Background: an optimization exercise with open tools, aiming at small area. Do not read the settings as production practice.
In this exercise RTL edits were held to simulation tests only and were not proved equivalent to the original.
Power and IR drop assume default switching activity.

`flow/run.sh`:
```
#!/bin/bash
# synth_recipe.tcl (not shown) runs the flow's synth.tcl, then flattens the netlist and writes it again
# the make line also repeats each setting of config.mk as NAME=value (left out here)
make -C /OpenROAD-flow-scripts/flow DESIGN_CONFIG=/design/flow/config.mk WORK_HOME=/design/flow/orfs CLKGATE_MAP_FILE= SYNTH_SCRIPT=/design/flow/synth_recipe.tcl finish
```
`flow/config.mk`:
```
export PLATFORM = sky130hd
export DESIGN_NAME = wb_trace_buffer
export DESIGN_NICKNAME = wb_trace_buffer
export VERILOG_FILES = /design/flow/design.v
export SDC_FILE = /design/flow/constraint.sdc
export NUM_CORES = 4
export LEC_CHECK = 0
export CAP_MARGIN = 20
export CORE_MARGIN = 2
export CORE_UTILIZATION = 40
export SLEW_MARGIN = 20
```
`flow/constraint.sdc`:
```
create_clock -name core_clock -period 8.0 [get_ports {clk}]
set_input_delay 1.6000 -clock core_clock [delete_from_list [all_inputs] [get_ports {clk}]]
set_output_delay 1.6000 -clock core_clock [all_outputs]
set_load 0.01 [all_outputs]
```
`flow/design.v`:
```
package wb_trace_pkg;
  function automatic int unsigned clog2_min1(input int unsigned n);
    clog2_min1 = (n <= 1) ? 1 : $clog2(n);
  endfunction
  function automatic int unsigned entry_width(input int unsigned chw, input int unsigned adr_w,
                                              input int unsigned dat_w, input int unsigned ts_w);
    entry_width = chw + 1 + adr_w + dat_w + ts_w;
  endfunction
  localparam int unsigned TsOff = 0;
  function automatic int unsigned dat_off(input int unsigned ts_w);
    dat_off = TsOff + ts_w;
  endfunction
  function automatic int unsigned adr_off(input int unsigned ts_w, input int unsigned dat_w);
    adr_off = dat_off(ts_w) + dat_w;
  endfunction
  function automatic int unsigned we_off(input int unsigned ts_w, input int unsigned dat_w,
                                         input int unsigned adr_w);
    we_off = adr_off(ts_w, dat_w) + adr_w;
  endfunction
  function automatic int unsigned ch_off(input int unsigned ts_w, input int unsigned dat_w,
                                         input int unsigned adr_w);
    ch_off = we_off(ts_w, dat_w, adr_w) + 1;
  endfunction
endpackage
module wb_trace_fifo #(
  parameter int unsigned WIDTH = 8,
  parameter int unsigned DEPTH = 16
) (
  input  logic                     clk,
  input  logic                     reset_n,
  input  logic                     clear,
  input  logic                     push,
  input  logic [WIDTH-1:0]         push_data,
  input  logic                     pop,
  output logic [WIDTH-1:0]         head,
  output logic [$clog2(DEPTH):0]   level,
  output logic                     full,
  output logic                     empty
);
  localparam int unsigned AW = $clog2(DEPTH);
  logic [WIDTH-1:0] mem_q [DEPTH];
  logic [AW-1:0]    wr_ptr_q, wr_ptr_d;
  logic [AW-1:0]    rd_ptr_q, rd_ptr_d;
  logic [AW:0]      level_q, level_d;
  logic             do_push, do_pop;
  assign empty   = (level_q == '0);
  assign full    = (level_q == (AW + 1)'(DEPTH));
  assign do_pop  = pop && !empty;
  assign do_push = push && (!full || do_pop);
  assign head    = mem_q[rd_ptr_q];
  assign level   = level_q;
  always_comb begin
    wr_ptr_d = wr_ptr_q;
    rd_ptr_d = rd_ptr_q;
    level_d  = level_q;
    if (clear) begin
      wr_ptr_d = '0;
      rd_ptr_d = '0;
      level_d  = '0;
    end else begin
      if (do_push) wr_ptr_d = wr_ptr_q + 1'b1;
      if (do_pop)  rd_ptr_d = rd_ptr_q + 1'b1;
      unique case ({do_push, do_pop})
        2'b10:   level_d = level_q + 1'b1;
        2'b01:   level_d = level_q - 1'b1;
        default: level_d = level_q;
      endcase
    end
  end
  always_ff @(posedge clk or negedge reset_n) begin
    if (!reset_n) begin
      for (int i = 0; i < int'(DEPTH); i++) mem_q[i] <= '0;
      wr_ptr_q <= '0;
      rd_ptr_q <= '0;
      level_q  <= '0;
    end else begin
      if (do_push && !clear) mem_q[wr_ptr_q] <= push_data;
      wr_ptr_q <= wr_ptr_d;
      rd_ptr_q <= rd_ptr_d;
      level_q  <= level_d;
    end
  end
endmodule
module wb_trace_buffer #(
  parameter int unsigned N_CH  = 4,
  parameter int unsigned ADR_W = 32,
  parameter int unsigned DAT_W = 32,
  parameter int unsigned DEPTH = 32,
  parameter int unsigned TS_W  = 16,
  parameter int unsigned OVF_W = 16
) (
  input  logic                          clk,
  input  logic                          reset_n,
  input  logic                          enable,
  input  logic                          clear,
  input  logic [N_CH-1:0]               ch_ack,
  input  logic [N_CH-1:0]               ch_we,
  input  logic [N_CH*ADR_W-1:0]         ch_adr,
  input  logic [N_CH*DAT_W-1:0]         ch_dat_w,
  input  logic [N_CH*DAT_W-1:0]         ch_dat_r,
  output logic                          rd_valid,
  input  logic                          rd_ready,
  output logic [wb_trace_pkg::clog2_min1(N_CH)-1:0] rd_ch,
  output logic                          rd_we,
  output logic [ADR_W-1:0]              rd_adr,
  output logic [DAT_W-1:0]              rd_dat,
  output logic [TS_W-1:0]               rd_ts,
  output logic [$clog2(DEPTH):0]        level,
  output logic [OVF_W-1:0]              overflow_cnt
);
  localparam int unsigned CHW    = wb_trace_pkg::clog2_min1(N_CH);
  localparam int unsigned EW     = wb_trace_pkg::entry_width(CHW, ADR_W, DAT_W, TS_W);
  localparam int unsigned OffDat = wb_trace_pkg::dat_off(TS_W);
  localparam int unsigned OffAdr = wb_trace_pkg::adr_off(TS_W, DAT_W);
  localparam int unsigned OffWe  = wb_trace_pkg::we_off(TS_W, DAT_W, ADR_W);
  localparam int unsigned OffCh  = wb_trace_pkg::ch_off(TS_W, DAT_W, ADR_W);
  logic [N_CH-1:0]  slot_vld_q, slot_vld_d;
  logic [EW-1:0]    slot_q [N_CH];
  logic [EW-1:0]    slot_d [N_CH];
  logic [TS_W-1:0]  ts_q, ts_d;
  logic [CHW-1:0]   rr_q, rr_d;
  logic [OVF_W-1:0] ovf_q, ovf_d;
  logic [OVF_W:0]   ovf_sum;
  logic [CHW:0]     drops;
  logic             gnt_vld;
  logic [CHW-1:0]   gnt_idx;
  logic [CHW-1:0]   scan_idx;
  logic             push, pop, fifo_full, fifo_empty;
  logic [EW-1:0]    head;
  always_comb begin
    gnt_vld  = 1'b0;
    gnt_idx  = '0;
    scan_idx = '0;
    for (int unsigned k = 1; k <= N_CH; k++) begin
      scan_idx = CHW'((32'(rr_q) + k) % N_CH);
      if (!gnt_vld && slot_vld_q[scan_idx]) begin
        gnt_vld = 1'b1;
        gnt_idx = scan_idx;
      end
    end
  end
  assign pop  = rd_valid && rd_ready && !clear;
  assign push = gnt_vld && (!fifo_full || pop) && !clear;
  always_comb begin
    slot_vld_d = slot_vld_q;
    rr_d       = rr_q;
    drops      = '0;
    for (int i = 0; i < int'(N_CH); i++) slot_d[i] = slot_q[i];
    if (push) begin
      rr_d                = gnt_idx;
      slot_vld_d[gnt_idx] = 1'b0;
    end
    for (int i = 0; i < int'(N_CH); i++) begin
      if (enable && ch_ack[i]) begin
        if (!slot_vld_d[i]) begin
          slot_vld_d[i] = 1'b1;
          slot_d[i]     = {CHW'(i), ch_we[i], ch_adr[i*ADR_W +: ADR_W],
                           ch_we[i] ? ch_dat_w[i*DAT_W +: DAT_W] : ch_dat_r[i*DAT_W +: DAT_W],
                           ts_q};
        end else begin
          drops = drops + (CHW + 1)'(1);
        end
      end
    end
    ovf_sum = {1'b0, ovf_q} + (OVF_W + 1)'(drops);
    ovf_d   = ovf_sum[OVF_W] ? '1 : ovf_sum[OVF_W-1:0];
    ts_d    = ts_q + 1'b1;
    if (clear) begin
      slot_vld_d = '0;
      ovf_d      = '0;
      ts_d       = '0;
    end
  end
  always_ff @(posedge clk or negedge reset_n) begin
    if (!reset_n) begin
      slot_vld_q <= '0;
      for (int i = 0; i < int'(N_CH); i++) slot_q[i] <= '0;
      ts_q       <= '0;
      rr_q       <= CHW'(N_CH - 1);
      ovf_q      <= '0;
    end else begin
      slot_vld_q <= slot_vld_d;
      for (int i = 0; i < int'(N_CH); i++) slot_q[i] <= slot_d[i];
      ts_q       <= ts_d;
      rr_q       <= rr_d;
      ovf_q      <= ovf_d;
    end
  end
  wb_trace_fifo #(
    .WIDTH (EW),
    .DEPTH (DEPTH)
  ) u_fifo (
    .clk       (clk),
    .reset_n   (reset_n),
    .clear     (clear),
    .push      (push),
    .push_data (slot_q[gnt_idx]),
    .pop       (pop),
    .head      (head),
    .level     (level),
    .full      (fifo_full),
    .empty     (fifo_empty)
  );
  assign rd_valid     = !fifo_empty;
  assign rd_ch        = head[OffCh +: CHW];
  assign rd_we        = head[OffWe];
  assign rd_adr       = head[OffAdr +: ADR_W];
  assign rd_dat       = head[OffDat +: DAT_W];
  assign rd_ts        = head[wb_trace_pkg::TsOff +: TS_W];
  assign overflow_cnt = ovf_q;
endmodule
```
==> flow_summary_export.csv <==
group,metric,value,unit
run_status,outcome,"finished clean",
clock_tree,clock_sinks,3037,
placement,dp_cells,16800,
sta,tightestPinTransition,1.26,ns
clock_tree,cts_buffers,328,
logic_synthesis,syn_area,130000,µm²
logic_synthesis,synth_cell_types,80,
floorplanning,die_area,330000,µm²
setup_path,end_kind,"output port",
setup_path,reg2reg_slack,2.07,ns
pwr,leakagePower,0.0643,µW
routing,wl_per_cell,32.1,µm
clock_tree,clkTransAtPathRegs,0.06,ns
setup_path,r2r_cells,18,
grt,overflow,0,
final_layout,n_fill_cell,30600,
grt,grt_pass1_wl,787000,µm
logic_synthesis,synth_edf_count,0,
final_layout,final_area,150000,µm²
logic_synthesis,postSynthCellCount,12900,
setup_path,critPathArrivalTime,6.05,ns
routing,dr_total_vias,106000,
clock_tree,clkLatencyLatePin,0.93,ns
placement,hpwl,335000,µm
hold_path,hp-start,"slot_q[1][81]",
routing,viasPerCell,6.09,
logic_synthesis,synth.area.top_cells,"dfrtp_1 58%, o21ai_0 11%, nand2_1 8.3%",
final_layout,final_cells,17400,
hold_path,whs_path_depth,1,
logic_synthesis,yosysSeqAreaShare,0.584,
logic_synthesis,yosysTopAreaCellShare,0.583,
clock_tree,clockBufferDepth,4,
final_layout,drive_above_1_share,0.0989,
floorplanning,coreArea,324000,µm²
clock_tree,cts_tree,"built",
sta,post-route-period-util,0.956,
placement,portBuffers,502,
logic_synthesis,synth_area_per_cell,10.1,µm²
sta,setup_violations,0,
sta,worst_slack,0.350,ns
final_layout,layout.nets,13200,
placement,placed_area,140000,µm²
sta,max_freq,0.131,GHz
sta,max_slew_margin,0.157,
setup_path,startpoint_type,"register",
floorplanning,ios,503,
setup_path,r2r-start,"rr_q[0]",
routing,postRouteAntennaNets,0,
final_layout,areaGrowthSynthToFinish,15.5,%
pwr,p_per_area,298,nW/µm²
grt,grt_max_degree,180,
placement,post-place-ws,0.594,ns
sta,setup_tns,0,ns
setup_path,reg2reg_to,"ovf_q[15]",
setup_path,crit_fanout,29,
flow_run,drv_cap,0,
logic_synthesis,yosys-top-cells-count,"3,035 x dfrtp_1, 2,866 x nand2_1, 2,767 x o21ai_0",
sta,rsz0062_at_grt,"false",
hold_path,hold_end,"slot_q[1][81]",
logic_synthesis,async_reset_ff_frac,1.00,
pwr,ir_worst_vdd,0.241,mV
grt,grt_pass1_vias,101000,
floorplanning,rows,209,
clock_tree,holdBufCountCts,0,
floorplanning,fp.dieH,575,µm
floorplanning,dieWidth,575,µm
setup_path,crit_type,"reg2out",
logic_synthesis,synthFlopType,"dfrtp_1",
hold_path,hp-class,"reg2reg",
routing,wl,558000,µm
clock_tree,post_cts_buffers,0,
sta,min_period,7.65,ns
floorplanning,initial_core_util,0.402,
sta,skew,0.0840,ns
logic_synthesis,synthMostInstantiatedCell,"dfrtp_1",
routing,dr.pass1.iters,12,
grt,track_usage,0.333,
clock_tree,clockRootBuffer,"clkbuf_16",
clock_tree,cts_resized,0,
sta,hold_viol_final,0,
placement,finalWeightedCongestion,0.889,
routing,drt_iter0_drc,14400,
sta,slew_viol_final,0,
clock_tree,htree_levels,5,
grt,antenna_found_initial,64,
logic_synthesis,yosys.area.top_type,"dfrtp_1",
logic_synthesis,syn_nets,13300,
logic_synthesis,synth_warnings,7,
logic_synthesis,synth_seq_cells,3037,
routing,drc,0,
setup_path,crit_required,6.40,ns
## metal layers
layer | global-route usage | routed length, µm | up-vias
li1 | - | - | 45200
met2 | 0.493 | 238000 | 6496
met5 | 0 | 273 | -
met4 | 0.184 | 36400 | 42
met1 | 0.444 | 219000 | 52700
met3 | 0.0911 | 64600 | 1507
## flip-flops by register name, indices dropped and copies added (netlist names)
signal	cells
u_fifo.mem_q	2656
slot_q	327
ovf_q	16
ts_q	16
u_fifo.level_q	6
u_fifo.rd_ptr_q	5
u_fifo.wr_ptr_q	5
slot_vld_q	4
rr_q	2
## stage by stage
stage	total power [µW]	hold WS, ns	util
final	44800	0.472	0.464
after global routing	46200	0.492	0.464
after CTS	44600	0.469	0.464
after detailed placement	29400	0.454	0.431
after global placement	29300	0.450	0.431
after floorplan	23000	0.428	-
## critical path, cell delays in order (launching register included)
cell and delay [ns]:
dfrtp_1 0.46, inv_1 0.20, ha_4 0.60, nand2_2 0.65
nor2_4 0.89, buf_4 0.44, a221oi_1 0.12, and3_1 0.22
a31oi_1 0.83, clkdlybuf4s50_1 0.72
## cells by family after synthesis
logic type | Yosys count | share of synthesized area
AOI/OAI and AO/OA | 4193 | 0.190
xor gates and xnor gates | 33 | 0.00222
buffers and inverters | 1276 | 0.0381
DFF | 3037 | 0.584
muxes | 972 | 0.0804
adders and majority gates | 25 | 0.00252
and+or+nand+nor | 3377 | 0.103
## worst max-delay path by stage
stage,start,cells past startpoint,slack [ns],end
2_1_floorplan,rd_ready,18,2.25,ovf_q[10]
3_3_place_gp,rd_ready,19,0.34,ovf_q[15]
3_5_place_dp,rd_ready,19,0.59,ovf_q[15]
4_1_cts,u_fifo.rd_ptr_q[0],10,0.48,rd_ch[1]
5_1_grt,u_fifo.rd_ptr_q[0],10,0.42,rd_ch[1]
6_report,u_fifo.rd_ptr_q[0],9,0.35,rd_dat[23]
## cells in the final DEF (no fill, tap or decap), drive strengths merged, types with 19 or more instances in the layout
cell,n
a22o,116
mux2i,534
nand2,2866
o221ai,23
a22oi,477
nand3,71
o21ai,2828
o22ai,133
clkbuf,480
nor3,30
a222oi,96
a211oi,19
o22a,22
clkinv,62
buf,317
a31oi,44
nor2,216
and3,25
nor4,36
clkdlybuf4s50,496
a41oi,24
a221oi,122
o32a,23
o211ai,37
ha,23
inv,33
dfrtp,3035
a21oi,109
nand4,48
mux2,421
a221o,23
diode,30
## layout make-up
| cell class | count | area (µm²) | area share |
|---|---|---|---|
| diodes | 30 | 75.1 | 0.000499 |
| multi-input cells | 8600 | 50100 | 0.333 |
| inverters | 23 | 86.3 | 0.000574 |
| clock buffers | 480 | 9570 | 0.0636 |
| well taps | 4325 | 5410 | 0.0360 |
| flip-flops and latches | 3037 | 76000 | 0.505 |
| clock inverters | 92 | 1080 | 0.00718 |
| repair buffers | 813 | 8120 | 0.0540 |
## report_power, final
| group | internal [µW] | leakage (µW) | switching (µW) |
|---|---|---|---|
| clock network | 8830 | 0.00526 | 6570 |
| logic | 3320 | 0.0177 | 8270 |
| registers | 16900 | 0.0414 | 924 |

## afterwards: timing with drivers on the ports
The flow's constraints put no driver on any port. The routed layout listed below was extracted and timed again, unchanged, in two steps. Step 1 sets driving cells, clkbuf_16 on the clock port and buf_2 on the other inputs (assumed; they add their load-dependent delay and slew). Step 2 moves the port delays by t, midway between the first and last clock arrival at a register: inputs arrive t later, outputs are due t later. That takes back most of the time a late clock gives input paths. Three values: ideal ports, drivers, drivers and shift; two values: the first two.
t, ns: 1.002
setup slack, ns: 0.350 / 0.241 / 0.385
slew at the worst register clock pin (ns): 0.07 / 0.07
pins driven straight from the clock port: 1
After both steps setup and hold are still met in this run. The setup slack of this run moves by -0.109 ns with the drivers and by +0.035 ns with both steps.
